This design comes from an exercise in tuning for small area, a short achievable clock period and few clock cycles on the open sky130 flow, not from production work.
The RTL was checked by simulation tests, not by an equivalence proof against the original design.
Power figures rest on the tool's default switching activity, not on a simulated workload.

## flow/design.v

```verilog
package rbm_pkg;
   localparam int ACC_W      = 32;
   localparam int ACC_FRAC   = 23;
   localparam int PROD_SHIFT = 7;
   typedef logic signed [15:0]      q1_15_t;
   typedef logic signed [ACC_W-1:0] q7_23_t;
   typedef logic signed [31:0]      q2_30_t;
   localparam q7_23_t SAT_MAX = 32'sh7FFF_FFFF;
   localparam q7_23_t SAT_MIN = 32'sh8000_0000;
   typedef logic [2:0] state_t;
   localparam state_t S_IDLE   = 3'd0;
   localparam state_t S_CLEAR  = 3'd1;
   localparam state_t S_LOAD_V = 3'd2;
   localparam state_t S_SWEEP  = 3'd3;
   localparam state_t S_DRAIN  = 3'd4;
   localparam state_t S_DONE   = 3'd5;
   typedef struct packed {
      q7_23_t sum;
      logic   sat;
   } sat_res_t;
   function automatic sat_res_t sat_add(input q7_23_t a, input q7_23_t b);
      logic signed [ACC_W:0] s;
      logic                  ov;
      s     = {a[ACC_W-1], a} + {b[ACC_W-1], b};
      ov    = (s[ACC_W] != s[ACC_W-1]);
      if (!ov) sat_add = {s[ACC_W-1:0], 1'b0};
      else     sat_add = {(s[ACC_W] ? SAT_MIN : SAT_MAX), 1'b1};
   endfunction
endpackage
module acc_mac_pipe (
   input  logic [15:0] v,
   input  logic [7:0]  one,
   input  logic [7:0]  two,
   input  logic [7:0]  neg,
   output logic [24:0] s_hi,
   output logic [24:0] c_hi,
   output logic        cin
);
   wire pp0_0 = ((one[0] & v[0]) | (two[0] & 1'b0)) ^ neg[0];
   wire pp0_1 = ((one[0] & v[1]) | (two[0] & v[0])) ^ neg[0];
   wire pp0_2 = ((one[0] & v[2]) | (two[0] & v[1])) ^ neg[0];
   wire pp0_3 = ((one[0] & v[3]) | (two[0] & v[2])) ^ neg[0];
   wire pp0_4 = ((one[0] & v[4]) | (two[0] & v[3])) ^ neg[0];
   wire pp0_5 = ((one[0] & v[5]) | (two[0] & v[4])) ^ neg[0];
   wire pp0_6 = ((one[0] & v[6]) | (two[0] & v[5])) ^ neg[0];
   wire pp0_7 = ((one[0] & v[7]) | (two[0] & v[6])) ^ neg[0];
   wire pp0_8 = ((one[0] & v[8]) | (two[0] & v[7])) ^ neg[0];
   wire pp0_9 = ((one[0] & v[9]) | (two[0] & v[8])) ^ neg[0];
   wire pp0_10 = ((one[0] & v[10]) | (two[0] & v[9])) ^ neg[0];
   wire pp0_11 = ((one[0] & v[11]) | (two[0] & v[10])) ^ neg[0];
   wire pp0_12 = ((one[0] & v[12]) | (two[0] & v[11])) ^ neg[0];
   wire pp0_13 = ((one[0] & v[13]) | (two[0] & v[12])) ^ neg[0];
   wire pp0_14 = ((one[0] & v[14]) | (two[0] & v[13])) ^ neg[0];
   wire pp0_15 = ((one[0] & v[15]) | (two[0] & v[14])) ^ neg[0];
   wire pp0_16 = ((one[0] & v[15]) | (two[0] & v[15])) ^ neg[0];
   wire nsg0 = ~pp0_16;
   wire pp1_0 = ((one[1] & v[0]) | (two[1] & 1'b0)) ^ neg[1];
   wire pp1_1 = ((one[1] & v[1]) | (two[1] & v[0])) ^ neg[1];
   wire pp1_2 = ((one[1] & v[2]) | (two[1] & v[1])) ^ neg[1];
   wire pp1_3 = ((one[1] & v[3]) | (two[1] & v[2])) ^ neg[1];
   wire pp1_4 = ((one[1] & v[4]) | (two[1] & v[3])) ^ neg[1];
   wire pp1_5 = ((one[1] & v[5]) | (two[1] & v[4])) ^ neg[1];
   wire pp1_6 = ((one[1] & v[6]) | (two[1] & v[5])) ^ neg[1];
   wire pp1_7 = ((one[1] & v[7]) | (two[1] & v[6])) ^ neg[1];
   wire pp1_8 = ((one[1] & v[8]) | (two[1] & v[7])) ^ neg[1];
   wire pp1_9 = ((one[1] & v[9]) | (two[1] & v[8])) ^ neg[1];
   wire pp1_10 = ((one[1] & v[10]) | (two[1] & v[9])) ^ neg[1];
   wire pp1_11 = ((one[1] & v[11]) | (two[1] & v[10])) ^ neg[1];
   wire pp1_12 = ((one[1] & v[12]) | (two[1] & v[11])) ^ neg[1];
   wire pp1_13 = ((one[1] & v[13]) | (two[1] & v[12])) ^ neg[1];
   wire pp1_14 = ((one[1] & v[14]) | (two[1] & v[13])) ^ neg[1];
   wire pp1_15 = ((one[1] & v[15]) | (two[1] & v[14])) ^ neg[1];
   wire pp1_16 = ((one[1] & v[15]) | (two[1] & v[15])) ^ neg[1];
   wire nsg1 = ~pp1_16;
   wire pp2_0 = ((one[2] & v[0]) | (two[2] & 1'b0)) ^ neg[2];
   wire pp2_1 = ((one[2] & v[1]) | (two[2] & v[0])) ^ neg[2];
   wire pp2_2 = ((one[2] & v[2]) | (two[2] & v[1])) ^ neg[2];
   wire pp2_3 = ((one[2] & v[3]) | (two[2] & v[2])) ^ neg[2];
   wire pp2_4 = ((one[2] & v[4]) | (two[2] & v[3])) ^ neg[2];
   wire pp2_5 = ((one[2] & v[5]) | (two[2] & v[4])) ^ neg[2];
   wire pp2_6 = ((one[2] & v[6]) | (two[2] & v[5])) ^ neg[2];
   wire pp2_7 = ((one[2] & v[7]) | (two[2] & v[6])) ^ neg[2];
   wire pp2_8 = ((one[2] & v[8]) | (two[2] & v[7])) ^ neg[2];
   wire pp2_9 = ((one[2] & v[9]) | (two[2] & v[8])) ^ neg[2];
   wire pp2_10 = ((one[2] & v[10]) | (two[2] & v[9])) ^ neg[2];
   wire pp2_11 = ((one[2] & v[11]) | (two[2] & v[10])) ^ neg[2];
   wire pp2_12 = ((one[2] & v[12]) | (two[2] & v[11])) ^ neg[2];
   wire pp2_13 = ((one[2] & v[13]) | (two[2] & v[12])) ^ neg[2];
   wire pp2_14 = ((one[2] & v[14]) | (two[2] & v[13])) ^ neg[2];
   wire pp2_15 = ((one[2] & v[15]) | (two[2] & v[14])) ^ neg[2];
   wire pp2_16 = ((one[2] & v[15]) | (two[2] & v[15])) ^ neg[2];
   wire nsg2 = ~pp2_16;
   wire pp3_0 = ((one[3] & v[0]) | (two[3] & 1'b0)) ^ neg[3];
   wire pp3_1 = ((one[3] & v[1]) | (two[3] & v[0])) ^ neg[3];
   wire pp3_2 = ((one[3] & v[2]) | (two[3] & v[1])) ^ neg[3];
   wire pp3_3 = ((one[3] & v[3]) | (two[3] & v[2])) ^ neg[3];
   wire pp3_4 = ((one[3] & v[4]) | (two[3] & v[3])) ^ neg[3];
   wire pp3_5 = ((one[3] & v[5]) | (two[3] & v[4])) ^ neg[3];
   wire pp3_6 = ((one[3] & v[6]) | (two[3] & v[5])) ^ neg[3];
   wire pp3_7 = ((one[3] & v[7]) | (two[3] & v[6])) ^ neg[3];
   wire pp3_8 = ((one[3] & v[8]) | (two[3] & v[7])) ^ neg[3];
   wire pp3_9 = ((one[3] & v[9]) | (two[3] & v[8])) ^ neg[3];
   wire pp3_10 = ((one[3] & v[10]) | (two[3] & v[9])) ^ neg[3];
   wire pp3_11 = ((one[3] & v[11]) | (two[3] & v[10])) ^ neg[3];
   wire pp3_12 = ((one[3] & v[12]) | (two[3] & v[11])) ^ neg[3];
   wire pp3_13 = ((one[3] & v[13]) | (two[3] & v[12])) ^ neg[3];
   wire pp3_14 = ((one[3] & v[14]) | (two[3] & v[13])) ^ neg[3];
   wire pp3_15 = ((one[3] & v[15]) | (two[3] & v[14])) ^ neg[3];
   wire pp3_16 = ((one[3] & v[15]) | (two[3] & v[15])) ^ neg[3];
   wire nsg3 = ~pp3_16;
   wire pp4_0 = ((one[4] & v[0]) | (two[4] & 1'b0)) ^ neg[4];
   wire pp4_1 = ((one[4] & v[1]) | (two[4] & v[0])) ^ neg[4];
   wire pp4_2 = ((one[4] & v[2]) | (two[4] & v[1])) ^ neg[4];
   wire pp4_3 = ((one[4] & v[3]) | (two[4] & v[2])) ^ neg[4];
   wire pp4_4 = ((one[4] & v[4]) | (two[4] & v[3])) ^ neg[4];
   wire pp4_5 = ((one[4] & v[5]) | (two[4] & v[4])) ^ neg[4];
   wire pp4_6 = ((one[4] & v[6]) | (two[4] & v[5])) ^ neg[4];
   wire pp4_7 = ((one[4] & v[7]) | (two[4] & v[6])) ^ neg[4];
   wire pp4_8 = ((one[4] & v[8]) | (two[4] & v[7])) ^ neg[4];
   wire pp4_9 = ((one[4] & v[9]) | (two[4] & v[8])) ^ neg[4];
   wire pp4_10 = ((one[4] & v[10]) | (two[4] & v[9])) ^ neg[4];
   wire pp4_11 = ((one[4] & v[11]) | (two[4] & v[10])) ^ neg[4];
   wire pp4_12 = ((one[4] & v[12]) | (two[4] & v[11])) ^ neg[4];
   wire pp4_13 = ((one[4] & v[13]) | (two[4] & v[12])) ^ neg[4];
   wire pp4_14 = ((one[4] & v[14]) | (two[4] & v[13])) ^ neg[4];
   wire pp4_15 = ((one[4] & v[15]) | (two[4] & v[14])) ^ neg[4];
   wire pp4_16 = ((one[4] & v[15]) | (two[4] & v[15])) ^ neg[4];
   wire nsg4 = ~pp4_16;
   wire pp5_0 = ((one[5] & v[0]) | (two[5] & 1'b0)) ^ neg[5];
   wire pp5_1 = ((one[5] & v[1]) | (two[5] & v[0])) ^ neg[5];
   wire pp5_2 = ((one[5] & v[2]) | (two[5] & v[1])) ^ neg[5];
   wire pp5_3 = ((one[5] & v[3]) | (two[5] & v[2])) ^ neg[5];
   wire pp5_4 = ((one[5] & v[4]) | (two[5] & v[3])) ^ neg[5];
   wire pp5_5 = ((one[5] & v[5]) | (two[5] & v[4])) ^ neg[5];
   wire pp5_6 = ((one[5] & v[6]) | (two[5] & v[5])) ^ neg[5];
   wire pp5_7 = ((one[5] & v[7]) | (two[5] & v[6])) ^ neg[5];
   wire pp5_8 = ((one[5] & v[8]) | (two[5] & v[7])) ^ neg[5];
   wire pp5_9 = ((one[5] & v[9]) | (two[5] & v[8])) ^ neg[5];
   wire pp5_10 = ((one[5] & v[10]) | (two[5] & v[9])) ^ neg[5];
   wire pp5_11 = ((one[5] & v[11]) | (two[5] & v[10])) ^ neg[5];
   wire pp5_12 = ((one[5] & v[12]) | (two[5] & v[11])) ^ neg[5];
   wire pp5_13 = ((one[5] & v[13]) | (two[5] & v[12])) ^ neg[5];
   wire pp5_14 = ((one[5] & v[14]) | (two[5] & v[13])) ^ neg[5];
   wire pp5_15 = ((one[5] & v[15]) | (two[5] & v[14])) ^ neg[5];
   wire pp5_16 = ((one[5] & v[15]) | (two[5] & v[15])) ^ neg[5];
   wire nsg5 = ~pp5_16;
   wire pp6_0 = ((one[6] & v[0]) | (two[6] & 1'b0)) ^ neg[6];
   wire pp6_1 = ((one[6] & v[1]) | (two[6] & v[0])) ^ neg[6];
   wire pp6_2 = ((one[6] & v[2]) | (two[6] & v[1])) ^ neg[6];
   wire pp6_3 = ((one[6] & v[3]) | (two[6] & v[2])) ^ neg[6];
   wire pp6_4 = ((one[6] & v[4]) | (two[6] & v[3])) ^ neg[6];
   wire pp6_5 = ((one[6] & v[5]) | (two[6] & v[4])) ^ neg[6];
   wire pp6_6 = ((one[6] & v[6]) | (two[6] & v[5])) ^ neg[6];
   wire pp6_7 = ((one[6] & v[7]) | (two[6] & v[6])) ^ neg[6];
   wire pp6_8 = ((one[6] & v[8]) | (two[6] & v[7])) ^ neg[6];
   wire pp6_9 = ((one[6] & v[9]) | (two[6] & v[8])) ^ neg[6];
   wire pp6_10 = ((one[6] & v[10]) | (two[6] & v[9])) ^ neg[6];
   wire pp6_11 = ((one[6] & v[11]) | (two[6] & v[10])) ^ neg[6];
   wire pp6_12 = ((one[6] & v[12]) | (two[6] & v[11])) ^ neg[6];
   wire pp6_13 = ((one[6] & v[13]) | (two[6] & v[12])) ^ neg[6];
   wire pp6_14 = ((one[6] & v[14]) | (two[6] & v[13])) ^ neg[6];
   wire pp6_15 = ((one[6] & v[15]) | (two[6] & v[14])) ^ neg[6];
   wire pp6_16 = ((one[6] & v[15]) | (two[6] & v[15])) ^ neg[6];
   wire nsg6 = ~pp6_16;
   wire pp7_0 = ((one[7] & v[0]) | (two[7] & 1'b0)) ^ neg[7];
   wire pp7_1 = ((one[7] & v[1]) | (two[7] & v[0])) ^ neg[7];
   wire pp7_2 = ((one[7] & v[2]) | (two[7] & v[1])) ^ neg[7];
   wire pp7_3 = ((one[7] & v[3]) | (two[7] & v[2])) ^ neg[7];
   wire pp7_4 = ((one[7] & v[4]) | (two[7] & v[3])) ^ neg[7];
   wire pp7_5 = ((one[7] & v[5]) | (two[7] & v[4])) ^ neg[7];
   wire pp7_6 = ((one[7] & v[6]) | (two[7] & v[5])) ^ neg[7];
   wire pp7_7 = ((one[7] & v[7]) | (two[7] & v[6])) ^ neg[7];
   wire pp7_8 = ((one[7] & v[8]) | (two[7] & v[7])) ^ neg[7];
   wire pp7_9 = ((one[7] & v[9]) | (two[7] & v[8])) ^ neg[7];
   wire pp7_10 = ((one[7] & v[10]) | (two[7] & v[9])) ^ neg[7];
   wire pp7_11 = ((one[7] & v[11]) | (two[7] & v[10])) ^ neg[7];
   wire pp7_12 = ((one[7] & v[12]) | (two[7] & v[11])) ^ neg[7];
   wire pp7_13 = ((one[7] & v[13]) | (two[7] & v[12])) ^ neg[7];
   wire pp7_14 = ((one[7] & v[14]) | (two[7] & v[13])) ^ neg[7];
   wire pp7_15 = ((one[7] & v[15]) | (two[7] & v[14])) ^ neg[7];
   wire pp7_16 = ((one[7] & v[15]) | (two[7] & v[15])) ^ neg[7];
   wire nsg7 = ~pp7_16;
   wire hs1 = pp0_10 ^ pp1_8;
   wire hc1 = pp0_10 & pp1_8;
   wire hs2 = pp0_11 ^ pp1_9;
   wire hc2 = pp0_11 & pp1_9;
   wire fs3 = pp0_12 ^ pp1_10 ^ pp2_8;
   wire fc3 = (pp0_12 & pp1_10) | (pp0_12 & pp2_8) | (pp1_10 & pp2_8);
   wire hs4 = pp3_6 ^ pp4_4;
   wire hc4 = pp3_6 & pp4_4;
   wire fs5 = pp0_13 ^ pp1_11 ^ pp2_9;
   wire fc5 = (pp0_13 & pp1_11) | (pp0_13 & pp2_9) | (pp1_11 & pp2_9);
   wire hs6 = pp3_7 ^ pp4_5;
   wire hc6 = pp3_7 & pp4_5;
   wire fs7 = pp0_14 ^ pp1_12 ^ pp2_10;
   wire fc7 = (pp0_14 & pp1_12) | (pp0_14 & pp2_10) | (pp1_12 & pp2_10);
   wire fs8 = pp3_8 ^ pp4_6 ^ pp5_4;
   wire fc8 = (pp3_8 & pp4_6) | (pp3_8 & pp5_4) | (pp4_6 & pp5_4);
   wire hs9 = pp6_2 ^ pp7_0;
   wire hc9 = pp6_2 & pp7_0;
   wire fs10 = pp0_15 ^ pp1_13 ^ pp2_11;
   wire fc10 = (pp0_15 & pp1_13) | (pp0_15 & pp2_11) | (pp1_13 & pp2_11);
   wire fs11 = pp3_9 ^ pp4_7 ^ pp5_5;
   wire fc11 = (pp3_9 & pp4_7) | (pp3_9 & pp5_5) | (pp4_7 & pp5_5);
   wire hs12 = pp6_3 ^ pp7_1;
   wire hc12 = pp6_3 & pp7_1;
   wire fs13 = pp0_16 ^ pp1_14 ^ pp2_12;
   wire fc13 = (pp0_16 & pp1_14) | (pp0_16 & pp2_12) | (pp1_14 & pp2_12);
   wire fs14 = pp3_10 ^ pp4_8 ^ pp5_6;
   wire fc14 = (pp3_10 & pp4_8) | (pp3_10 & pp5_6) | (pp4_8 & pp5_6);
   wire hs15 = pp6_4 ^ pp7_2;
   wire hc15 = pp6_4 & pp7_2;
   wire fs16 = pp0_16 ^ pp1_15 ^ pp2_13;
   wire fc16 = (pp0_16 & pp1_15) | (pp0_16 & pp2_13) | (pp1_15 & pp2_13);
   wire fs17 = pp3_11 ^ pp4_9 ^ pp5_7;
   wire fc17 = (pp3_11 & pp4_9) | (pp3_11 & pp5_7) | (pp4_9 & pp5_7);
   wire hs18 = pp6_5 ^ pp7_3;
   wire hc18 = pp6_5 & pp7_3;
   wire fs19 = nsg0 ^ nsg1 ^ pp2_14;
   wire fc19 = (nsg0 & nsg1) | (nsg0 & pp2_14) | (nsg1 & pp2_14);
   wire fs20 = pp3_12 ^ pp4_10 ^ pp5_8;
   wire fc20 = (pp3_12 & pp4_10) | (pp3_12 & pp5_8) | (pp4_10 & pp5_8);
   wire hs21 = pp6_6 ^ pp7_4;
   wire hc21 = pp6_6 & pp7_4;
   wire fs22 = 1'b1 ^ pp2_15 ^ pp3_13;
   wire fc22 = (1'b1 & pp2_15) | (1'b1 & pp3_13) | (pp2_15 & pp3_13);
   wire fs23 = pp4_11 ^ pp5_9 ^ pp6_7;
   wire fc23 = (pp4_11 & pp5_9) | (pp4_11 & pp6_7) | (pp5_9 & pp6_7);
   wire fs24 = nsg2 ^ pp3_14 ^ pp4_12;
   wire fc24 = (nsg2 & pp3_14) | (nsg2 & pp4_12) | (pp3_14 & pp4_12);
   wire hs25 = 1'b1 ^ pp3_15;
   wire hc25 = 1'b1 & pp3_15;
   wire hs26 = pp0_6 ^ pp1_4;
   wire hc26 = pp0_6 & pp1_4;
   wire hs27 = pp0_7 ^ pp1_5;
   wire hc27 = pp0_7 & pp1_5;
   wire fs28 = pp0_8 ^ pp1_6 ^ pp2_4;
   wire fc28 = (pp0_8 & pp1_6) | (pp0_8 & pp2_4) | (pp1_6 & pp2_4);
   wire hs29 = pp3_2 ^ pp4_0;
   wire hc29 = pp3_2 & pp4_0;
   wire fs30 = pp0_9 ^ pp1_7 ^ pp2_5;
   wire fc30 = (pp0_9 & pp1_7) | (pp0_9 & pp2_5) | (pp1_7 & pp2_5);
   wire hs31 = pp3_3 ^ pp4_1;
   wire hc31 = pp3_3 & pp4_1;
   wire fs32 = hs1 ^ pp2_6 ^ pp3_4;
   wire fc32 = (hs1 & pp2_6) | (hs1 & pp3_4) | (pp2_6 & pp3_4);
   wire fs33 = pp4_2 ^ pp5_0 ^ neg[5];
   wire fc33 = (pp4_2 & pp5_0) | (pp4_2 & neg[5]) | (pp5_0 & neg[5]);
   wire fs34 = hc1 ^ hs2 ^ pp2_7;
   wire fc34 = (hc1 & hs2) | (hc1 & pp2_7) | (hs2 & pp2_7);
   wire fs35 = pp3_5 ^ pp4_3 ^ pp5_1;
   wire fc35 = (pp3_5 & pp4_3) | (pp3_5 & pp5_1) | (pp4_3 & pp5_1);
   wire fs36 = hc2 ^ fs3 ^ hs4;
   wire fc36 = (hc2 & fs3) | (hc2 & hs4) | (fs3 & hs4);
   wire fs37 = pp5_2 ^ pp6_0 ^ neg[6];
   wire fc37 = (pp5_2 & pp6_0) | (pp5_2 & neg[6]) | (pp6_0 & neg[6]);
   wire fs38 = fc3 ^ hc4 ^ fs5;
   wire fc38 = (fc3 & hc4) | (fc3 & fs5) | (hc4 & fs5);
   wire fs39 = hs6 ^ pp5_3 ^ pp6_1;
   wire fc39 = (hs6 & pp5_3) | (hs6 & pp6_1) | (pp5_3 & pp6_1);
   wire fs40 = fc5 ^ hc6 ^ fs7;
   wire fc40 = (fc5 & hc6) | (fc5 & fs7) | (hc6 & fs7);
   wire fs41 = fs8 ^ hs9 ^ neg[7];
   wire fc41 = (fs8 & hs9) | (fs8 & neg[7]) | (hs9 & neg[7]);
   wire fs42 = fc7 ^ fc8 ^ hc9;
   wire fc42 = (fc7 & fc8) | (fc7 & hc9) | (fc8 & hc9);
   wire fs43 = fs10 ^ fs11 ^ hs12;
   wire fc43 = (fs10 & fs11) | (fs10 & hs12) | (fs11 & hs12);
   wire fs44 = fc10 ^ fc11 ^ hc12;
   wire fc44 = (fc10 & fc11) | (fc10 & hc12) | (fc11 & hc12);
   wire fs45 = fs13 ^ fs14 ^ hs15;
   wire fc45 = (fs13 & fs14) | (fs13 & hs15) | (fs14 & hs15);
   wire fs46 = fc13 ^ fc14 ^ hc15;
   wire fc46 = (fc13 & fc14) | (fc13 & hc15) | (fc14 & hc15);
   wire fs47 = fs16 ^ fs17 ^ hs18;
   wire fc47 = (fs16 & fs17) | (fs16 & hs18) | (fs17 & hs18);
   wire fs48 = fc16 ^ fc17 ^ hc18;
   wire fc48 = (fc16 & fc17) | (fc16 & hc18) | (fc17 & hc18);
   wire fs49 = fs19 ^ fs20 ^ hs21;
   wire fc49 = (fs19 & fs20) | (fs19 & hs21) | (fs20 & hs21);
   wire fs50 = fc19 ^ fc20 ^ hc21;
   wire fc50 = (fc19 & fc20) | (fc19 & hc21) | (fc20 & hc21);
   wire fs51 = fs22 ^ fs23 ^ pp7_5;
   wire fc51 = (fs22 & fs23) | (fs22 & pp7_5) | (fs23 & pp7_5);
   wire fs52 = fc22 ^ fc23 ^ fs24;
   wire fc52 = (fc22 & fc23) | (fc22 & fs24) | (fc23 & fs24);
   wire fs53 = pp5_10 ^ pp6_8 ^ pp7_6;
   wire fc53 = (pp5_10 & pp6_8) | (pp5_10 & pp7_6) | (pp6_8 & pp7_6);
   wire fs54 = fc24 ^ hs25 ^ pp4_13;
   wire fc54 = (fc24 & hs25) | (fc24 & pp4_13) | (hs25 & pp4_13);
   wire fs55 = pp5_11 ^ pp6_9 ^ pp7_7;
   wire fc55 = (pp5_11 & pp6_9) | (pp5_11 & pp7_7) | (pp6_9 & pp7_7);
   wire fs56 = hc25 ^ nsg3 ^ pp4_14;
   wire fc56 = (hc25 & nsg3) | (hc25 & pp4_14) | (nsg3 & pp4_14);
   wire fs57 = pp5_12 ^ pp6_10 ^ pp7_8;
   wire fc57 = (pp5_12 & pp6_10) | (pp5_12 & pp7_8) | (pp6_10 & pp7_8);
   wire fs58 = 1'b1 ^ pp4_15 ^ pp5_13;
   wire fc58 = (1'b1 & pp4_15) | (1'b1 & pp5_13) | (pp4_15 & pp5_13);
   wire hs59 = pp6_11 ^ pp7_9;
   wire hc59 = pp6_11 & pp7_9;
   wire fs60 = nsg4 ^ pp5_14 ^ pp6_12;
   wire fc60 = (nsg4 & pp5_14) | (nsg4 & pp6_12) | (pp5_14 & pp6_12);
   wire hs61 = 1'b1 ^ pp5_15;
   wire hc61 = 1'b1 & pp5_15;
   wire hs62 = pp0_4 ^ pp1_2;
   wire hc62 = pp0_4 & pp1_2;
   wire hs63 = pp0_5 ^ pp1_3;
   wire hc63 = pp0_5 & pp1_3;
   wire fs64 = hs26 ^ pp2_2 ^ pp3_0;
   wire fc64 = (hs26 & pp2_2) | (hs26 & pp3_0) | (pp2_2 & pp3_0);
   wire fs65 = hc26 ^ hs27 ^ pp2_3;
   wire fc65 = (hc26 & hs27) | (hc26 & pp2_3) | (hs27 & pp2_3);
   wire fs66 = hc27 ^ fs28 ^ hs29;
   wire fc66 = (hc27 & fs28) | (hc27 & hs29) | (fs28 & hs29);
   wire fs67 = fc28 ^ hc29 ^ fs30;
   wire fc67 = (fc28 & hc29) | (fc28 & fs30) | (hc29 & fs30);
   wire fs68 = fc30 ^ hc31 ^ fs32;
   wire fc68 = (fc30 & hc31) | (fc30 & fs32) | (hc31 & fs32);
   wire fs69 = fc32 ^ fc33 ^ fs34;
   wire fc69 = (fc32 & fc33) | (fc32 & fs34) | (fc33 & fs34);
   wire fs70 = fc34 ^ fc35 ^ fs36;
   wire fc70 = (fc34 & fc35) | (fc34 & fs36) | (fc35 & fs36);
   wire fs71 = fc36 ^ fc37 ^ fs38;
   wire fc71 = (fc36 & fc37) | (fc36 & fs38) | (fc37 & fs38);
   wire fs72 = fc38 ^ fc39 ^ fs40;
   wire fc72 = (fc38 & fc39) | (fc38 & fs40) | (fc39 & fs40);
   wire fs73 = fc40 ^ fc41 ^ fs42;
   wire fc73 = (fc40 & fc41) | (fc40 & fs42) | (fc41 & fs42);
   wire fs74 = fc42 ^ fc43 ^ fs44;
   wire fc74 = (fc42 & fc43) | (fc42 & fs44) | (fc43 & fs44);
   wire fs75 = fc44 ^ fc45 ^ fs46;
   wire fc75 = (fc44 & fc45) | (fc44 & fs46) | (fc45 & fs46);
   wire fs76 = fc46 ^ fc47 ^ fs48;
   wire fc76 = (fc46 & fc47) | (fc46 & fs48) | (fc47 & fs48);
   wire fs77 = fc48 ^ fc49 ^ fs50;
   wire fc77 = (fc48 & fc49) | (fc48 & fs50) | (fc49 & fs50);
   wire fs78 = fc50 ^ fc51 ^ fs52;
   wire fc78 = (fc50 & fc51) | (fc50 & fs52) | (fc51 & fs52);
   wire fs79 = fc52 ^ fc53 ^ fs54;
   wire fc79 = (fc52 & fc53) | (fc52 & fs54) | (fc53 & fs54);
   wire fs80 = fc54 ^ fc55 ^ fs56;
   wire fc80 = (fc54 & fc55) | (fc54 & fs56) | (fc55 & fs56);
   wire fs81 = fc56 ^ fc57 ^ fs58;
   wire fc81 = (fc56 & fc57) | (fc56 & fs58) | (fc57 & fs58);
   wire fs82 = fc58 ^ hc59 ^ fs60;
   wire fc82 = (fc58 & hc59) | (fc58 & fs60) | (hc59 & fs60);
   wire fs83 = fc60 ^ hs61 ^ pp6_13;
   wire fc83 = (fc60 & hs61) | (fc60 & pp6_13) | (hs61 & pp6_13);
   wire fs84 = hc61 ^ nsg5 ^ pp6_14;
   wire fc84 = (hc61 & nsg5) | (hc61 & pp6_14) | (nsg5 & pp6_14);
   wire hs85 = 1'b1 ^ pp6_15;
   wire hc85 = 1'b1 & pp6_15;
   wire hs86 = pp0_2 ^ pp1_0;
   wire hc86 = pp0_2 & pp1_0;
   wire hs87 = pp0_3 ^ pp1_1;
   wire hc87 = pp0_3 & pp1_1;
   wire fs88 = hs62 ^ pp2_0 ^ neg[2];
   wire fc88 = (hs62 & pp2_0) | (hs62 & neg[2]) | (pp2_0 & neg[2]);
   wire fs89 = hc62 ^ hs63 ^ pp2_1;
   wire fc89 = (hc62 & hs63) | (hc62 & pp2_1) | (hs63 & pp2_1);
   wire fs90 = hc63 ^ fs64 ^ neg[3];
   wire fc90 = (hc63 & fs64) | (hc63 & neg[3]) | (fs64 & neg[3]);
   wire fs91 = fc64 ^ fs65 ^ pp3_1;
   wire fc91 = (fc64 & fs65) | (fc64 & pp3_1) | (fs65 & pp3_1);
   wire fs92 = fc65 ^ fs66 ^ neg[4];
   wire fc92 = (fc65 & fs66) | (fc65 & neg[4]) | (fs66 & neg[4]);
   wire fs93 = fc66 ^ fs67 ^ hs31;
   wire fc93 = (fc66 & fs67) | (fc66 & hs31) | (fs67 & hs31);
   wire fs94 = fc67 ^ fs68 ^ fs33;
   wire fc94 = (fc67 & fs68) | (fc67 & fs33) | (fs68 & fs33);
   wire fs95 = fc68 ^ fs69 ^ fs35;
   wire fc95 = (fc68 & fs69) | (fc68 & fs35) | (fs69 & fs35);
   wire fs96 = fc69 ^ fs70 ^ fs37;
   wire fc96 = (fc69 & fs70) | (fc69 & fs37) | (fs70 & fs37);
   wire fs97 = fc70 ^ fs71 ^ fs39;
   wire fc97 = (fc70 & fs71) | (fc70 & fs39) | (fs71 & fs39);
   wire fs98 = fc71 ^ fs72 ^ fs41;
   wire fc98 = (fc71 & fs72) | (fc71 & fs41) | (fs72 & fs41);
   wire fs99 = fc72 ^ fs73 ^ fs43;
   wire fc99 = (fc72 & fs73) | (fc72 & fs43) | (fs73 & fs43);
   wire fs100 = fc73 ^ fs74 ^ fs45;
   wire fc100 = (fc73 & fs74) | (fc73 & fs45) | (fs74 & fs45);
   wire fs101 = fc74 ^ fs75 ^ fs47;
   wire fc101 = (fc74 & fs75) | (fc74 & fs47) | (fs75 & fs47);
   wire fs102 = fc75 ^ fs76 ^ fs49;
   wire fc102 = (fc75 & fs76) | (fc75 & fs49) | (fs76 & fs49);
   wire fs103 = fc76 ^ fs77 ^ fs51;
   wire fc103 = (fc76 & fs77) | (fc76 & fs51) | (fs77 & fs51);
   wire fs104 = fc77 ^ fs78 ^ fs53;
   wire fc104 = (fc77 & fs78) | (fc77 & fs53) | (fs78 & fs53);
   wire fs105 = fc78 ^ fs79 ^ fs55;
   wire fc105 = (fc78 & fs79) | (fc78 & fs55) | (fs79 & fs55);
   wire fs106 = fc79 ^ fs80 ^ fs57;
   wire fc106 = (fc79 & fs80) | (fc79 & fs57) | (fs80 & fs57);
   wire fs107 = fc80 ^ fs81 ^ hs59;
   wire fc107 = (fc80 & fs81) | (fc80 & hs59) | (fs81 & hs59);
   wire fs108 = fc81 ^ fs82 ^ pp7_10;
   wire fc108 = (fc81 & fs82) | (fc81 & pp7_10) | (fs82 & pp7_10);
   wire fs109 = fc82 ^ fs83 ^ pp7_11;
   wire fc109 = (fc82 & fs83) | (fc82 & pp7_11) | (fs83 & pp7_11);
   wire fs110 = fc83 ^ fs84 ^ pp7_12;
   wire fc110 = (fc83 & fs84) | (fc83 & pp7_12) | (fs84 & pp7_12);
   wire fs111 = fc84 ^ hs85 ^ pp7_13;
   wire fc111 = (fc84 & hs85) | (fc84 & pp7_13) | (hs85 & pp7_13);
   wire fs112 = hc85 ^ nsg6 ^ pp7_14;
   wire fc112 = (hc85 & nsg6) | (hc85 & pp7_14) | (nsg6 & pp7_14);
   wire hs113 = 1'b1 ^ pp7_15;
   wire hc113 = 1'b1 & pp7_15;
   wire [31:0] rs = {1'b1, hc113, fc112, fc111, fc110, fc109, fc108, fc107, fc106, fc105, fc104, fc103, fc102, fc101, fc100, fc99, fc98, fc97, fc96, fc95, fc94, fc93, fc92, fc91, fc90, fc89, fc88, hc87, hc86, hs86, pp0_1, pp0_0};
   wire [31:0] rc = {1'b0, nsg7, hs113, fs112, fs111, fs110, fs109, fs108, fs107, fs106, fs105, fs104, fs103, fs102, fs101, fs100, fs99, fs98, fs97, fs96, fs95, fs94, fs93, fs92, fs91, fs90, fs89, fs88, hs87, neg[1], 1'b0, neg[0]};
   wire [7:0]  low = {1'b0, rs[6:0]} + {1'b0, rc[6:0]};
   assign s_hi = rs[31:7];
   assign c_hi = rc[31:7];
   assign cin  = low[7];
endmodule
module cd_stat_accum
#(
   parameter int I_TILE = 64,
   parameter int H_TILE = 64,
   parameter int AW     = $clog2(I_TILE * H_TILE)
) (
   input  logic          clk,
   input  logic          rst,
   input  logic          clear,
   input  logic          v_valid,
   output logic          v_ready,
   input  logic [15:0]   v_data,
   input  logic          v_phase,
   input  logic          h_valid,
   output logic          h_ready,
   input  logic [15:0]   h_data,
   input  logic          h_last,
   output logic [AW-1:0] acc_rd_addr,
   output logic          acc_rd_bank,
   input  logic [31:0]   acc_rd_data,
   output logic [AW-1:0] acc_wr_addr,
   output logic [31:0]   acc_wr_data,
   output logic [1:0]    acc_wr_we,
   output logic          busy,
   output logic          done,
   output logic          sat_flag
);
   localparam logic [1:0] C_IDLE  = 2'd0;
   localparam logic [1:0] C_BATCH = 2'd1;
   localparam logic [1:0] C_CLEAR = 2'd2;
   logic [1:0]    cmd_q;
   logic [5:0]    c_q;         
   logic [5:0]    j_q;         
   logic [5:0]    vi_q;        
   logic          load_q;      
   logic          fused_q;     
   logic          row_q;       
   logic          ld_q;        
   logic          drain_q;     
   logic [7:0]    one_q, two_q, neg_q;    
   logic          hq_v, hq_last;
   logic          phase_q;
   logic [1023:0] ring;
   logic          vrdy_q, hrdy_q, busy_q, done_q, sat_q;
   logic          v1, v2, ph1, ph2, l1, l2, l3;
   logic [24:0]   s1, c1;
   logic          cin1;
   logic [24:0]   inc_q;
   logic [31:0]   rd_q;
   logic [31:0]   wd_q;
   logic [1:0]    we_q;
   logic [AW-1:0] wa_q;
   assign v_ready     = vrdy_q;
   assign h_ready     = hrdy_q;
   assign busy        = busy_q;
   assign done        = done_q;
   assign sat_flag    = sat_q;
   assign acc_rd_addr = {j_q, c_q};
   assign acc_rd_bank = phase_q;
   assign acc_wr_addr = wa_q;
   assign acc_wr_data = wd_q;
   assign acc_wr_we   = we_q;
   logic       v_acc, h_acc;
   logic       idle, batch, clr;
   logic       fuse_now, op0, rowdone, last_op, ends_load;
   logic [5:0] c_inc, j_inc, vi_inc;
   assign v_acc = v_valid & vrdy_q;
   assign h_acc = h_valid & hrdy_q;
   assign idle  = (cmd_q == C_IDLE);
   assign batch = (cmd_q == C_BATCH);
   assign clr   = (cmd_q == C_CLEAR);
   assign c_inc  = c_q + 6'd1;
   assign j_inc  = j_q + 6'd1;
   assign vi_inc = vi_q + 6'd1;
   assign fuse_now = (vi_q == 6'd1) ? hq_v : fused_q;
   assign op0      = batch & (row_q | (ld_q & fuse_now));
   assign ends_load = ld_q & fused_q & ~load_q & (vi_q == 6'd0);
   assign rowdone  = batch & (c_q == 6'd63) & (row_q | ends_load);
   assign last_op  = batch & row_q & (c_q == 6'd63) & hq_last;
   logic       load_n, drain_n, fused_n, hq_v_n, row_n, rdy_n, cons_n, cons_nv;
   logic [5:0] j_n;
   always_comb begin
      j_n     = j_q;
      load_n  = load_q;
      drain_n = drain_q;
      fused_n = fused_q;
      if (batch) begin
         if (ld_q & (vi_q == 6'd1)) fused_n = hq_v;
         if (rowdone) begin
            j_n = j_inc;
            if (row_q & (j_q == 6'd63)) begin
               if (hq_last) drain_n = 1'b1;
               else         load_n  = 1'b1;
            end
         end
         if (done_q) begin
            drain_n = 1'b0;
            j_n     = 6'd0;
            load_n  = 1'b1;
         end
      end
   end
   assign hq_v_n = hq_v & ~rowdone;
   assign row_n  = batch & ~done_q & ~load_n & ~drain_n;
   assign rdy_n  = idle ? ~clear :
                   clr  ? done_q :
                   (done_q | (~drain_q & ((c_q + 6'd2) == vi_q) &
                              (load_q | (row_q & (j_q == 6'd63) & ~hq_last & (c_q == 6'd62)))));
   assign cons_n  = batch & (c_q == 6'd62) & row_q;
   assign cons_nv = batch & (c_q == 6'd62) & (vi_q == 6'd63) & fused_q;
   always_ff @(posedge clk) begin
      if (rst) begin
         cmd_q   <= C_IDLE;
         c_q     <= 6'd63;
         j_q     <= '0;
         vi_q    <= '0;
         load_q  <= 1'b1;
         fused_q <= 1'b0;
         row_q   <= 1'b0;
         ld_q    <= 1'b0;
         drain_q <= 1'b0;
         hq_v    <= 1'b0;
         hq_last <= 1'b0;
         phase_q <= 1'b0;
         vrdy_q  <= 1'b0;
         hrdy_q  <= 1'b0;
         busy_q  <= 1'b0;
         done_q  <= 1'b0;
         sat_q   <= 1'b0;
      end else begin
         if (idle) begin
            if (clear)      cmd_q <= C_CLEAR;
            else if (v_acc) cmd_q <= C_BATCH;
         end else if (done_q) begin
            cmd_q <= C_IDLE;
         end
         busy_q <= idle ? (clear | v_acc) : ~done_q;
         if (idle | done_q) c_q <= v_acc ? 6'd0 : 6'd63;
         else               c_q <= c_inc;
         j_q     <= j_n;
         drain_q <= drain_n;
         fused_q <= fused_n;
         ld_q    <= v_acc;
         if (v_acc) begin
            vi_q   <= vi_inc;
            load_q <= (vi_q != 6'd63);
         end else begin
            vi_q   <= (batch & done_q) ? 6'd0 : vi_q;
            load_q <= load_n;
         end
         if (v_acc & (vi_q == 6'd0)) phase_q <= v_phase;
         if (h_acc) begin
            hq_v    <= 1'b1;
            hq_last <= h_last;
         end else begin
            hq_v    <= hq_v_n;
         end
         if (c_q == 6'd63) row_q <= row_n & (h_acc | hq_v_n);
         else if (batch & done_q) row_q <= 1'b0;
         vrdy_q <= v_acc ? (vi_q != 6'd63) : rdy_n;
         if (idle)
            hrdy_q <= ~clear & ~h_acc & ~hq_v;
         else if (batch & ~done_q & ~drain_n)
            hrdy_q <= h_acc ? (cons_n | (v_acc & cons_nv))
                            : (~hq_v_n | cons_n | (v_acc & cons_nv));
         else
            hrdy_q <= done_q & ~hq_v;
         done_q <= l3 | (clr & we_q[0] & (wa_q == {AW{1'b1}}));
         if (idle & clear)  sat_q <= 1'b0;
         else if (v2 & ovf) sat_q <= 1'b1;
      end
   end
   logic [16:0] hx;
   logic [7:0]  one_d, two_d, neg_d;
   assign hx = {h_data, 1'b0};
   always_comb begin
      for (int k = 0; k < 8; k++) begin
         neg_d[k] = hx[2*k+2];
         one_d[k] = hx[2*k+1] ^ hx[2*k];
         two_d[k] = (hx[2*k+2] & ~hx[2*k+1] & ~hx[2*k]) | (~hx[2*k+2] & hx[2*k+1] & hx[2*k]);
      end
   end
   always_ff @(posedge clk) begin
      if (h_acc) begin
         one_q <= one_d;
         two_q <= two_d;
         neg_q <= neg_d;
      end
      ring <= {ring[1007:0], v_acc ? v_data : ring[1023:1008]};
   end
   logic [24:0] s0, c0;
   logic        cin0;
   acc_mac_pipe u_mul (
      .v    (ring[15:0]),
      .one  (one_q),
      .two  (two_q),
      .neg  (neg_q),
      .s_hi (s0),
      .c_hi (c0),
      .cin  (cin0)
   );
   logic [31:0] inc;
   logic [32:0] sum;
   logic        ovf;
   logic [31:0] res;
   assign inc = {{7{inc_q[24]}}, inc_q};
   assign sum = {rd_q[31], rd_q} + {inc[31], inc};
   assign ovf = (sum[32] != sum[31]);
   assign res = ovf ? (sum[32] ? 32'h8000_0000 : 32'h7FFF_FFFF) : sum[31:0];
   always_ff @(posedge clk) begin
      s1    <= s0;
      c1    <= c0;
      cin1  <= cin0;
      inc_q <= s1 + c1 + {24'b0, cin1};
      rd_q  <= acc_rd_data;
      wd_q  <= clr ? 32'h0 : res;
   end
   always_ff @(posedge clk) begin
      if (rst) begin
         v1   <= 1'b0;
         v2   <= 1'b0;
         ph1  <= 1'b0;
         ph2  <= 1'b0;
         l1   <= 1'b0;
         l2   <= 1'b0;
         l3   <= 1'b0;
         we_q <= 2'b00;
         wa_q <= '0;
      end else begin
         v1   <= op0;
         ph1  <= phase_q;
         l1   <= last_op;
         v2   <= v1;
         ph2  <= ph1;
         l2   <= l1;
         l3   <= l2;
         if (clr & ~done_q) we_q <= (we_q[0] & (wa_q == {AW{1'b1}})) ? 2'b00 : 2'b11;
         else                we_q <= v2 ? (ph2 ? 2'b10 : 2'b01) : 2'b00;
         wa_q <= wa_q + {{(AW-1){1'b0}}, |we_q};
      end
   end
endmodule
```

## flow/run.sh

```bash
#!/bin/bash
# synth_recipe.tcl (not shown) runs the flow's synth.tcl, then flattens the netlist and writes it again
# the make line also repeats each setting of config.mk as NAME=value (left out here)
make -C /OpenROAD-flow-scripts/flow DESIGN_CONFIG=/design/flow/config.mk WORK_HOME=/design/flow/orfs CLKGATE_MAP_FILE= SYNTH_SCRIPT=/design/flow/synth_recipe.tcl finish
```

## flow/config.mk

```make
export PLATFORM = sky130hd
export DESIGN_NAME = cd_stat_accum
export DESIGN_NICKNAME = cd_stat_accum
export VERILOG_FILES = /design/flow/design.v
export SDC_FILE = /design/flow/constraint.sdc
export NUM_CORES = 4
export LEC_CHECK = 0
export ABC_CLOCK_PERIOD_IN_PS = 3000
export CAP_MARGIN = 20
export CORE_MARGIN = 2
export CORE_UTILIZATION = 40
export SETUP_SLACK_MARGIN = 5
export SLEW_MARGIN = 20
```

## flow/constraint.sdc

```tcl
create_clock -name core_clock -period 10.0 [get_ports {clk}]
set_input_delay 2.0000 -clock core_clock [delete_from_list [all_inputs] [get_ports {clk}]]
set_output_delay 2.0000 -clock core_clock [all_outputs]
set_load 0.01 [all_outputs]
```

==> results of run 1 <==
-- final timing paths --
path	end	slack, ns	depth (start not counted)
setup / recovery	acc_rd_addr[3]	6.13	1
hold / removal	ring[870]$_DFF_P_	0.28	0
setup reg to reg	c1[5]$_DFF_P_	6.30	9
hold reg to reg	ring[870]$_DFF_P_	0.28	0
-- cell families (layout without fill, tap and decap cells) --
| logic type | Yosys count | after routing | share of synthesized area [%] |
|---|---|---|---|
| DFF | 1240 | 1240 | 72.32 |
| AOI/OAI and AO/OA | 368 | 368 | 7.238 |
| and+or+nand+nor | 307 | 307 | 4.177 |
| xor gates and xnor gates | 217 | 217 | 5.484 |
| buffers and inverters | 204 | 464 | 2.303 |
| adders and majority gates | 178 | 178 | 8.267 |
| muxes | 7 | 7 | 0.2130 |
| other | 0 | 1 | 0 |
-- cell usage in the layout (no fill, tap or decap), types with 10 or more instances in the layout --
| master | Yosys | layout |
|---|---|---|
| a22oi_1 | 123 | 123 |
| fa_1 | 86 | 86 |
| xor2_1 | 86 | 86 |
| nand2b_1 | 22 | 22 |
| bufinv_16 | 0 | 14 |
| nand3_1 | 21 | 21 |
| edfxtp_1 | 24 | 24 |
| nand4_1 | 12 | 12 |
| a21o_1 | 24 | 24 |
| clkbuf_1 | 89 | 20 |
| xnor2_1 | 131 | 131 |
| o21ai_2 | 11 | 11 |
| o21ai_0 | 60 | 60 |
| clkdlybuf4s50_1 | 0 | 134 |
| a21oi_1 | 64 | 64 |
| nor2b_1 | 18 | 18 |
| clkinv_2 | 0 | 16 |
| nor3_1 | 11 | 11 |
| ha_1 | 89 | 89 |
| clkbuf_16 | 0 | 115 |
| nand2_1 | 110 | 110 |
| clkbuf_8 | 0 | 21 |
| or2_2 | 10 | 10 |
| inv_1 | 108 | 107 |
| nor2_1 | 72 | 72 |
| dfxtp_1 | 1216 | 1215 |
-- sequential cells by signal, summed over array words and instances (netlist names), 2 cells and up --
name,cells
c1,24
c_q,6
cmd_q,2
inc_q,25
j_q,6
neg_q,8
one_q,8
rd_q,32
ring,1024
s1,24
two_q,8
vi_q,6
wa_q,12
wd_q,32
we_q,2
-- power by group through the flow --
stage	clock (mW)	combinational [mW]	sequential (mW)
4_1_cts	4.61	1.88	5.52
3_3_place_gp	0	1.83	5.62
3_5_place_dp	0	1.87	5.63
5_1_grt	4.81	2.10	5.54
6_report	4.48	1.86	5.51
2_1_floorplan	0	1.34	5.56
-- Yosys cell counts, types with 8 or more instances --
library cell and number:
o21ai_0 60, a21oi_1 64, or2_2 10, o21ai_2 11, nor3_1 11, nor2_1 72, inv_1 108, xor2_1 86
nand3_1 21, clkbuf_1 89, nor2b_1 18, a21o_1 24, nand2_1 110, ha_1 89, o21bai_1 9, edfxtp_1 24
nand2b_1 22, nand4_1 12, dfxtp_1 1216, o21a_1 9, fa_1 86, xnor2_1 131, a31oi_1 8, a22oi_1 123
-- per-layer routing --
metal  track usage, %  routed length [um]  vias up
met1            17.95               27930     8522
met5                0                  27        -
met4            4.941                1737        4
met2            21.87               27200      422
met3            3.221                3246      154
li1                 -                   -     8643
-- area by class of cell --
cell class / count / area [um2] / share of cell area [%]
sequential: 1240 / 25070 / 60.87
multi-input combinational: 1077 / 8796 / 21.36
clock buffer: 156 / 3242 / 7.872
timing repair buffer: 144 / 1436 / 3.488
tap: 1144 / 1431 / 3.476
clock inverter: 56 / 802.0 / 1.948
inverter: 108 / 405.4 / 0.9844
antenna: 1 / 2.502 / 0.006077
==> reports/metrics.cfg, run 1 <==
[global_route]
grt_start_max_net_pins=51
grt_usage_pct=13.61
antenna_found_initial=8
grt_overflow=0
grt_pass1_wl_um=98230
grt_pass1_vias=18546

[power_and_ir_drop]
p_comb_share_pct=15.7
p_leak_nw=16.45
p_seq_share_pct=46.5
p_clk_share_pct=37.8
p_per_area_nw_per_um2=287.6
internal-power_mw=8.861
power_switching_mw=2.984
power.total_mw=11.85
ir_worst_vdd_mv=0.2106
switching_share_pct=25.20

[sta]
setup-tns-final_ns=0
worst_clock_skew_ns=0.04684
fin_crit_sh_pct=38.66
finalCriticalPeriod_ns=3.866
hold_viol=0
finalWorstSetupSlack_ns=6.134
slew_violations=0
maxSlewHeadroom_pct=23.24
rsz0062_at_grt=false
worst_hold_slack_ns=0.2845
setup_viol=0
worst_pin_slew_ns=1.151
fmax_mhz=258.6

[critical_path]
cp-startpoint=c_q[3]$_SDFF_PP1_
required_ns=8.00
crit_buf_inv=1
timing.rr.start=ring[10]$_DFF_P_
path_cells=clkdlybuf4s50_1
critPathCaptureType=output pin
crit_family=buffers and inverters
cp-start-kind=flop
worstPathMaxFanout=10
crit_type=flop to output pin
slowest_stage=clkdlybuf4s50_1
arrival_ns=1.87
cpPeakStageDelay_ns=0.63

[route]
firstDrtPassIters=5
drtIter0Drc=882
routed_via_density=4.520
ant_nets=0
drt-total-wl_um=60140
wl_per_cell_um=15.32
vias=17745
drc=0

[clocking]
cts-buffers-inserted=113
cts-resized-gates=0
cts_sinks=1240
cts_setup_buffers=0
clkLatencyLatePin_ns=0.68
cts_tree=done
postCtsHoldBufs=0
cts.path.max_buffers=3
clkTransAtPathRegs_ns=0.06
htreeDepth=3
clockRootBuffer=clkbuf_16

[synthesis]
syn_area_um2=34660
synthCells=2521
yosys_warnings=1
syn_area_per_cell_um2=13.75
synth_edf_count=24
syn-num-nets=2767
yosys.area.top_type_share_pct=70.24
ys_async_sr_fraction_pct=0
ys_ff_latch=1240
yosys-top-cells-area=dfxtp_1 (70%), fa_1 (5.0%), xnor2_1 (3.3%)
yosysSeqAreaShare_pct=72.32
synth_ff_type=dfxtp_1
synth_top_area_cell=dfxtp_1
synth.distinct_cells=68

[placement]
dpl-instance-area_um2=37130
port_buffers=134
dp_hpwl_um=38270
gp_congestion=0.8006
pre_cts_ws_ns=5.876
placed_cells=3713

[floorplan]
num_rows=107
fp.dieW_um=298.4
dieHeight_um=298.4
dieArea_um2=89020
io_pins=135
initial_core_util_pct=40.51
core-area_um2=85550

[cells_and_area]
finalNonFillerCells=3926
design_area_um2=41180
area_growth_pct=18.82
drive_gt1_share_pct=8.486
utilization_pct=48.14
nNetsFinal=2930
fillers=7340

[outcome]
outcome=complete, no violations

[min_path]
hp-start=ring[854]$_DFF_P_
hp-class=flop to flop

[run]
max-cap-violations=0

Testbench counts, summed over its fixed seeds: cycles 294,972.
==> run 2, diff against run 1 <==
--- a/flow/config.mk
+++ b/flow/config.mk
@@ -6,8 +6,6 @@
 export NUM_CORES = 4
 export LEC_CHECK = 0
-export ABC_CLOCK_PERIOD_IN_PS = 3000
 export CAP_MARGIN = 20
 export CORE_MARGIN = 2
 export CORE_UTILIZATION = 40
-export SETUP_SLACK_MARGIN = 5
 export SLEW_MARGIN = 20
==> reports/metrics.cfg, run 2 <==
[synthesis]
synth_ff_type=dfxtp_1
synthCells=2521
yosys-top-cells-area=dfxtp_1 (70%), fa_1 (5.0%), xnor2_1 (3.3%)
synthAdderAreaFrac_pct=8.267
synth_top_family_by_area=adder cells
yosysSeqAreaShare_pct=72.32
synth-xor-area-share_pct=5.484
synth_commonest_cells=dfxtp_1 (1,216), xnor2_1 (131), a22oi_1 (123)
synth_edf_count=24
yosys.area.top_type_share_pct=70.24
synth_mux_area_share_pct=0.2130
synth_top_area_cell=dfxtp_1
syn_area_per_cell_um2=13.75
syn_area_um2=34660
synth_compound_area_share_pct=7.238
synth.distinct_cells=68
ys_async_sr_fraction_pct=0
syn-num-nets=2767
synthSimpleGateAreaFrac_pct=4.177
ys_ff_latch=1240
synth_most_common_cell=dfxtp_1
yosys_warnings=1

[sta]
finalWorstSetupSlack_ns=6.134
hold_viol=0
worst_pin_slew_ns=1.151
maxSlewHeadroom_pct=23.24
slew_violations=0
rsz0062_at_grt=false
setup_viol=0
setup-tns-final_ns=0
worst_clock_skew_ns=0.04684
fin_crit_sh_pct=38.66
fmax_mhz=258.6
finalCriticalPeriod_ns=3.866

[cells_and_area]
regMostFlops=ring
nNetsFinal=2930
area_growth_pct=18.82
multi_input_area_um2=8796
drive_gt1_share_pct=8.486
fillers=7340
final_common_cell=dfxtp_1
seqCellArea_um2=25070
reg.largest.list=ring: 1024 flops, rd_q: 32 flops, wd_q: 32 flops
largest_reg_flops=1024
mostFrequentLayoutCells=dfxtp_1 (1,215), clkdlybuf4s50_1 (134), xnor2_1 (131), a22oi_1 (123), clkbuf_16 (115)

[clocking]
cts-resized-gates=0
clkLatencyLatePin_ns=0.68
postCtsHoldBufs=0
cts-buffers-inserted=113
clockRootBuffer=clkbuf_16
cts.path.max_buffers=3
clkTransAtPathRegs_ns=0.06
cts_sinks=1240
htreeDepth=3
cts_tree=done
cts_setup_buffers=0

[outcome]
outcome=complete, no violations

[floorplan]
dieArea_um2=89020
core-area_um2=85550
num_rows=107
initial_core_util_pct=40.51
io_pins=135
fp.dieW_um=298.4
dieHeight_um=298.4

[critical_path]
cp-start-kind=flop
crit_family=buffers and inverters
crit_buf_inv=1
critPathCaptureType=output pin
required_ns=8.00
arrival_ns=1.87
r2r_slack_ns=6.30
r2r_end=c1[5]$_DFF_P_
path_cells=clkdlybuf4s50_1
slowest_stage=clkdlybuf4s50_1
crit_type=flop to output pin
worstPathMaxFanout=10
cpPeakStageDelay_ns=0.63
timing.rr.start=ring[10]$_DFF_P_
ff2ff_path_depth=9

[route]
firstDrtPassIters=5
vias=17745
ant_nets=0
wl_per_cell_um=15.32
drtIter0Drc=882
drt-total-wl_um=60140
drc=0
routed_via_density=4.520

[power_and_ir_drop]
internal-power_mw=8.861
switching_share_pct=25.20
p_per_area_nw_per_um2=287.6
p_leak_nw=16.45
p_seq_share_pct=46.5
ir_worst_vdd_mv=0.2106
p_comb_share_pct=15.7
p_clk_share_pct=37.8
power_switching_mw=2.984

[min_path]
hold_end=ring[870]$_DFF_P_
hp-start=ring[854]$_DFF_P_
hp-class=flop to flop
hold_path_depth=0

[run]
max-cap-violations=0

[global_route]
grt_pass1_wl_um=98230
grt_pass1_vias=18546
grt_use_met3_pct=3.221
grt-busiest-layer=met2
grt_usage_pct=13.61
antenna_found_initial=8
grt_overflow=0
met1_usage_pct=17.95
grt_util_met2_pct=21.87
grt_start_max_net_pins=51

[placement]
gp_congestion=0.8006
port_buffers=134
pre_cts_ws_ns=5.876
dp_hpwl_um=38270

[run 2: worst max-delay path by stage]
stage                     slack, ns                  to               start  depth (start not counted)
after floorplan                6.57      c1[13]$_DFF_P_  neg_q[3]$_DFFE_PP_                          9
after global placement         5.84  row_q$_SDFFE_PP0P_             h_valid                          7
after detailed placement       5.88   hrdy_q$_SDFF_PP0_             h_valid                          7
after CTS                      6.07      acc_rd_addr[3]   c_q[3]$_SDFF_PP1_                          1
after global routing           6.04                done   done_q$_SDFF_PP0_                          1
final                          6.13      acc_rd_addr[3]   c_q[3]$_SDFF_PP1_                          1
[run 2: layout make-up]
class	instances	share of cell area [%]
clock buffer	156	7.872
inverter	108	0.9844
antenna	1	0.006077
timing repair buffer	144	3.488
multi-input combinational	1077	21.36
clock inverter	56	1.948
sequential	1240	60.87
tap	1144	3.476
[run 2: per-stage QoR]
| step | hold slack, ns | power (mW) | std cells | cell area (um2) | util, % |
|---|---|---|---|---|---|
| after detailed placement | 0.3121 | 7.493 | 3713 | 37130 | 43.41 |
| after CTS | 0.2812 | 12.01 | 3925 | 41180 | 48.13 |
| final | 0.2845 | 11.85 | 3926 | 41180 | 48.14 |
| after global placement | 0.3097 | 7.459 | 3712 | 37110 | 43.37 |
| after floorplan | 0.3096 | 6.904 | 2521 | 34660 | - |
| after global routing | 0.2871 | 12.46 | 3925 | 41180 | 48.13 |
[run 2: layer usage]
layer | wire length (um) | up-vias | share of wire [%]
li1 | - | 8643 | -
met2 | 27200 | 422 | 45
met3 | 3246 | 154 | 5.4
met4 | 1737 | 4 | 2.9
met5 | 27 | - | 0.045
met1 | 27930 | 8522 | 46
[run 2: cells by family (layout without fill, tap and decap cells)]
| logic type | after synthesis | in the layout |
|---|---|---|
| XOR/XNOR | 217 | 217 |
| other | 0 | 1 |
| multiplexers | 7 | 7 |
| flip-flops | 1240 | 1240 |
| AND/OR/NAND/NOR | 307 | 307 |
| buffers and inverters | 204 | 464 |
| adder cells (fa/ha/maj) | 178 | 178 |
| AO/OA/AOI/OAI | 368 | 368 |
[run 2: worst register-to-register path, stage by stage, from the launching register on]
cell	delay, ns
dfxtp_1	1.01
a22oi_1	0.19
xor2_1	0.22
fa_1	0.54
inv_1	0.06
fa_1	0.50
inv_1	0.05
fa_1	0.48
inv_1	0.06
fa_1	0.44
[run 2: power by group through the flow]
| stage | Clock (mW) | Sequential, mW | Combinational [mW] |
|---|---|---|---|
| detailed placement | 0 | 5.63 | 1.87 |
| CTS | 4.61 | 5.52 | 1.88 |
| finish | 4.48 | 5.51 | 1.86 |
| floorplan | 0 | 5.56 | 1.34 |
| global route | 4.81 | 5.54 | 2.10 |
| global placement | 0 | 5.62 | 1.83 |
==> run 3, diff against run 2 <==
--- a/flow/config.mk
+++ b/flow/config.mk
@@ -6,4 +6,5 @@
 export NUM_CORES = 4
 export LEC_CHECK = 0
+export ABC_AREA = 1
 export CAP_MARGIN = 20
 export CORE_MARGIN = 2
==> reports/metrics.cfg, run 3 <==
[outcome]
outcome=complete, no violations

[critical_path]
critPathCaptureType=output pin
cpPeakStageDelay_ns=0.64
arrival_ns=1.83
crit_buf_inv=1
required_ns=8.00
crit_type=flop to output pin
crit_family=buffers and inverters
worstPathMaxFanout=6
slowest_stage=clkdlybuf4s50_1
path_cells=clkdlybuf4s50_1
cp-start-kind=flop

[route]
vias=18837
ant_nets=0
drc=0
routed_via_density=4.356
wl_per_cell_um=14.63
drtIter0Drc=980
drt-total-wl_um=63280
firstDrtPassIters=5

[global_route]
grt_pass1_wl_um=101400
grt_pass1_vias=18785
grt_start_max_net_pins=34
grt_usage_pct=14.13
grt_overflow=0
antenna_found_initial=13

[sta]
slew_violations=0
worst_pin_slew_ns=0.8905
maxSlewHeadroom_pct=40.64
setup-tns-final_ns=0
finalCriticalPeriod_ns=3.835
rsz0062_at_grt=false
worst_clock_skew_ns=0.04793
hold_viol=0
setup_viol=0
fmax_mhz=260.8
fin_crit_sh_pct=38.35

[synthesis]
yosysSeqAreaShare_pct=70.94
yosys_warnings=1
synth_commonest_cells=dfxtp_1 (1,216), nand2_1 (340), inv_1 (265)
yosys.area.top_type_share_pct=68.90
ys_ff_latch=1240
ys_async_sr_fraction_pct=0
yosys-top-cells-area=dfxtp_1 (69%), fa_1 (4.9%), xor2_1 (4.1%)
syn_area_per_cell_um2=12.35
synth_top_area_cell=dfxtp_1
syn-num-nets=3108
synth_ff_type=dfxtp_1
synth_edf_count=24
syn_area_um2=35330
synth.distinct_cells=45
synthCells=2862
synth_most_common_cell=dfxtp_1

[clocking]
cts-buffers-inserted=112
cts_sinks=1240
clkLatencyLatePin_ns=0.69
clkTransAtPathRegs_ns=0.06
postCtsHoldBufs=0
cts_setup_buffers=0
htreeDepth=3
clockRootBuffer=clkbuf_16
cts.path.max_buffers=3
cts_tree=done
cts-resized-gates=0

[cells_and_area]
final_common_cell=dfxtp_1
regMostFlops=ring
reg.largest.list=ring: 1024 flops, rd_q: 32 flops, wd_q: 32 flops
drive_gt1_share_pct=8.273
area_growth_pct=18.57
multi_input_area_um2=8985
finalNonFillerCells=4324
nNetsFinal=3303
fillers=7890
seqCellArea_um2=25060
mostFrequentLayoutCells=dfxtp_1 (1,216), nand2_1 (340), inv_1 (265), xor2_1 (164), clkdlybuf4s50_1 (134)
largest_reg_flops=1024

[run]
max-cap-violations=0

[placement]
dp_hpwl_um=43050
port_buffers=134
placed_cells=4107
gp_congestion=0.8733

[floorplan]
io_pins=135
dieHeight_um=301.2
fp.dieW_um=301.2
dieArea_um2=90720
core-area_um2=87970
num_rows=109
initial_core_util_pct=40.17

[power_and_ir_drop]
ir_worst_vdd_mv=0.1772
p_leak_nw=17.87
p_per_area_nw_per_um2=285.0

[min_path]
hp-class=flop to flop

run 3: final timing paths:
path                      startpoint  slack [ns]  depth (start not counted)           endpoint
setup reg to reg  neg_q[2]$_DFFE_PP_        6.31                          9      c1[5]$_DFF_P_
hold reg to reg    ring[937]$_DFF_P_        0.29                          0  ring[953]$_DFF_P_
setup / recovery   c_q[1]$_SDFF_PP1_        6.17                          1     acc_rd_addr[1]
hold / removal     ring[937]$_DFF_P_        0.29                          0  ring[953]$_DFF_P_
run 3: kinds of logic (layout without fill, tap and decap cells):
family / Yosys count / in the layout / synth area share [%]
flops: 1240 / 1240 / 70.94
simple gates: 581 / 581 / 6.753
compound gates: 337 / 337 / 5.747
buf+inv: 334 / 627 / 3.654
xor+xnor: 188 / 188 / 4.660
fa+ha+maj: 175 / 175 / 8.024
mux: 7 / 7 / 0.2231
other cells: 0 / 4 / 0
run 3: report_power, final:
part	switching (mW)	internal (mW)
registers	0.118	5.33
clock network	1.83	2.53
logic	1.26	0.872
run 3: stage by stage:
step / total power, mW / worst slack [ns] / cell area, um2 / hold slack [ns] / util, %
global route: 12.61 / 6.088 / 41890 / 0.2945 / 47.62
CTS: 12.09 / 6.105 / 41860 / 0.2900 / 47.58
detailed placement: 7.703 / 6.119 / 37920 / 0.3121 / 43.11
global placement: 7.685 / 6.062 / 37920 / 0.3097 / 43.11
finish: 11.94 / 6.165 / 41900 / 0.2886 / 47.63
floorplan: 7.056 / 6.589 / 35330 / 0.3096 / -
run 3: layout make-up:
class	instances	area share (%)
well taps	1165	3.479
multi-input cells	1288	21.45
clock inverters	57	1.660
flip-flops and latches	1240	59.83
repair buffers	140	3.357
inverters	275	2.464
diodes	4	0.02389
clock buffers	155	7.744
run 3: worst reg2reg max path: stages (launching register included):
cell	delay, ns
edfxtp_1	0.79
clkinv_1	0.44
xor2_1	0.27
fa_1	0.49
inv_1	0.06
fa_1	0.50
inv_1	0.05
fa_1	0.47
inv_1	0.05
fa_1	0.44
run 3: per-layer routing:
metal,part of all wire (%),GRT usage [%]
met3,6.2,3.955
met1,49,19.61
met5,0.14,0
met2,42,21.05
met4,2.4,5.105
==> run 4, diff against run 3 <==
==> flow/flow/run.sh (new file) <==
#!/bin/bash
# Standard layout, with the timing repair steps asked for extra setup slack.
set -e
cp standard.sh standard_sh.txt
cp config.mk config_orig.mk
echo "export SETUP_SLACK_MARGIN = 7" >> config.mk
bash standard.sh > standard.log 2>&1
==> flow/standard.sh (new file) <==
#!/bin/bash
# synth_recipe.tcl (not shown) runs the flow's synth.tcl, then flattens the netlist and writes it again
# the make line also repeats each setting of config.mk as NAME=value (left out here)
make -C /OpenROAD-flow-scripts/flow DESIGN_CONFIG=/design/flow/config.mk WORK_HOME=/design/flow/orfs CLKGATE_MAP_FILE= SYNTH_SCRIPT=/design/flow/synth_recipe.tcl "${@:-finish}"
--- a/flow/config.mk
+++ b/flow/config.mk
@@ -6,7 +6,7 @@
 export NUM_CORES = 4
 export LEC_CHECK = 0
-export ABC_AREA = 1
 export CAP_MARGIN = 20
 export CORE_MARGIN = 2
 export CORE_UTILIZATION = 40
 export SLEW_MARGIN = 20
+export SETUP_SLACK_MARGIN = 7
removed: flow/run.sh
==> reports/metrics.cfg, run 4 <==
[clocking]
clockRootBuffer=clkbuf_16
cts_sinks=1240
clkLatencyLatePin_ns=0.70
cts-buffers-inserted=112
cts.path.max_buffers=3
clkTransAtPathRegs_ns=0.06

[synthesis]
synthSimpleGateAreaFrac_pct=4.177
synth_ff_type=dfxtp_1
yosysSeqAreaShare_pct=72.32
synth_compound_area_share_pct=7.238
ys_ff_latch=1240
yosys_warnings=1
synth_edf_count=24
syn-num-nets=2767
synthCells=2521
yosys-top-cells-area=dfxtp_1 (70%), fa_1 (5.0%), xnor2_1 (3.3%)
synth-xor-area-share_pct=5.484
synth.distinct_cells=68
synthAdderAreaFrac_pct=8.267
yosys.area.top_type_share_pct=70.24
synth_most_common_cell=dfxtp_1

[critical_path]
worstPathMaxFanout=2
arrival_ns=1.15
path_cells=buf_6
critPathCaptureType=output pin
crit_type=flop to output pin
crit_buf_inv=1
slowest_stage=dfxtp_4
crit_family=flip-flops
cp-start-kind=flop

[route]
drt-total-wl_um=64990
ant_nets=0
firstDrtPassIters=5
routed_via_density=4.549
drtIter0Drc=955

[cells_and_area]
regMostFlops=ring
nNetsFinal=3083
largest_reg_flops=1024
utilization_pct=50.66
multi_input_area_um2=9457
final_common_cell=dfxtp_1
reg.largest.list=ring: 1024 flops, rd_q: 32 flops, wd_q: 32 flops
area_growth_pct=25.06
fillers=7148

[power_and_ir_drop]
p_seq_share_pct=45.7
ir_worst_vdd_mv=0.1902
internal-power_mw=8.878
p_clk_share_pct=35.8
p_per_area_nw_per_um2=277.6
power_switching_mw=3.154

[global_route]
grt_start_max_net_pins=51
grt_usage_pct=14.46
antenna_found_initial=6
grt_overflow=0
grt_pass1_vias=19149

[sta]
rsz0062_at_grt=true
worst_pin_slew_ns=0.7783
finalCriticalPeriod_ns=3.146
fin_crit_sh_pct=31.46
setup-tns-final_ns=0
slew_violations=0
setup_viol=0

[floorplan]
io_pins=135
fp.dieW_um=298.4
initial_core_util_pct=40.51
core-area_um2=85550
num_rows=107

[placement]
port_buffers=134

[run]
max-cap-violations=0

[outcome]
outcome=complete, no violations

[min_path]
hp-class=flop to flop

[run 4: cell types whose count changed after synthesis, sizes merged, moves of 19 or more]
cell / delta
inv: -163
nor2: -55
o22ai: -119
a21oi: -61
nand2: -244
xnor2: +107
xor2: -78
clkbuf: +55
o21ai: +26
nand3: -33
nand2b: +21
a21o: +19
a22oi: +123
[run 4: power by group through the flow]
stage                     Clock [mW]  Sequential (mW)  Combinational, mW
after floorplan                    0             5.56               1.35
after global placement             0             5.62               1.85
after detailed placement           0             5.62               1.89
after CTS                       4.44             5.50               2.04
after global routing            4.65             5.53               2.48
final                           4.31             5.50               2.22
[run 4: final timing paths]
check / start / to / depth (start not counted)
setup / recovery: c_q[3]$_SDFF_PP1_ / acc_rd_addr[3] / 1
hold / removal: ring[942]$_DFF_P_ / ring[958]$_DFF_P_ / 0
setup reg to reg: inc_q[5]$_DFF_P_ / wd_q[18]$_SDFF_PN0_ / 12
hold reg to reg: ring[942]$_DFF_P_ / ring[958]$_DFF_P_ / 0
[run 4: metrics by stage]
step | setup slack [ns] | power (mW) | hold WS (ns) | instances | instance area (um2)
floorplan | 6.961 | 6.914 | 0.3096 | 2521 | 34960
global placement | 5.951 | 7.475 | 0.3102 | 3710 | 37190
detailed placement | 6.012 | 7.511 | 0.3121 | 3710 | 37190
CTS | 6.795 | 11.99 | 0.2941 | 4057 | 42790
global route | 6.794 | 12.66 | 0.3070 | 4073 | 43340
finish | 6.854 | 12.03 | 0.2959 | 4076 | 43340
[run 4: routing by layer]
layer	global-route usage [%]	share of wire (%)
met4	5.755	3.1
met1	19.16	46
met2	23.17	45
met5	0	0.040
met3	3.068	5.6
[run 4: logic make-up (layout without fill, tap and decap cells)]
family,count (synthesis),count (layout)
AO/OA/AOI/OAI,368,371
buffers and inverters,204,609
adder cells (fa/ha/maj),178,178
XOR/XNOR,217,217
other,0,3
AND/OR/NAND/NOR,307,307
flip-flops,1240,1240
multiplexers,7,7
[run 4: area by class of cell]
| class | instances | area share, % |
|---|---|---|
| clock inverter | 55 | 1.536 |
| clock buffer | 151 | 7.454 |
| multi-input combinational | 1080 | 21.82 |
| sequential | 1240 | 58.17 |
| timing repair buffer | 294 | 6.746 |
| tap | 1144 | 3.302 |
| timing repair inverter | 1 | 0.01732 |
| antenna | 3 | 0.01732 |
| inverter | 108 | 0.9440 |
[run 4: what timing repair did]
| item | 4_1_cts | 5_1_grt |
|---|---|---|
| pin swaps | 57 | 84 |
| setup endpoints to repair | 137 | 143 |
| cloned | 4 | 2 |
| buffers inserted | 137 | 14 |
| resized for setup | 463 | 113 |

-- separate check: timing with driven ports --
No port has a modelled driver above. Below, the same layouts with a new extraction and two added sets of constraints. Step 1: set_driving_cell puts a clkbuf_16 on clk and a buf_2 on each other input, an assumption about the parent block. Step 2, shift: input delay + t, output delay - t, t = (earliest + latest rising clock arrival at the registers) / 2. This alone moves slack from input paths to output paths. Three values: no drivers, after step 1, after step 2; two values: the first two.
run | shift t [ns] | setup slack, ns
run 1 | 0.716 | 6.134 / 6.070 / 5.994
run 2 | 0.716 | 6.134 / 6.070 / 5.994
run 3 | 0.730 | 6.165 / 6.105 / 6.188
run 4 | 0.740 | 6.854 / 6.790 / 6.309
After both steps setup and hold are still met in every run listed.
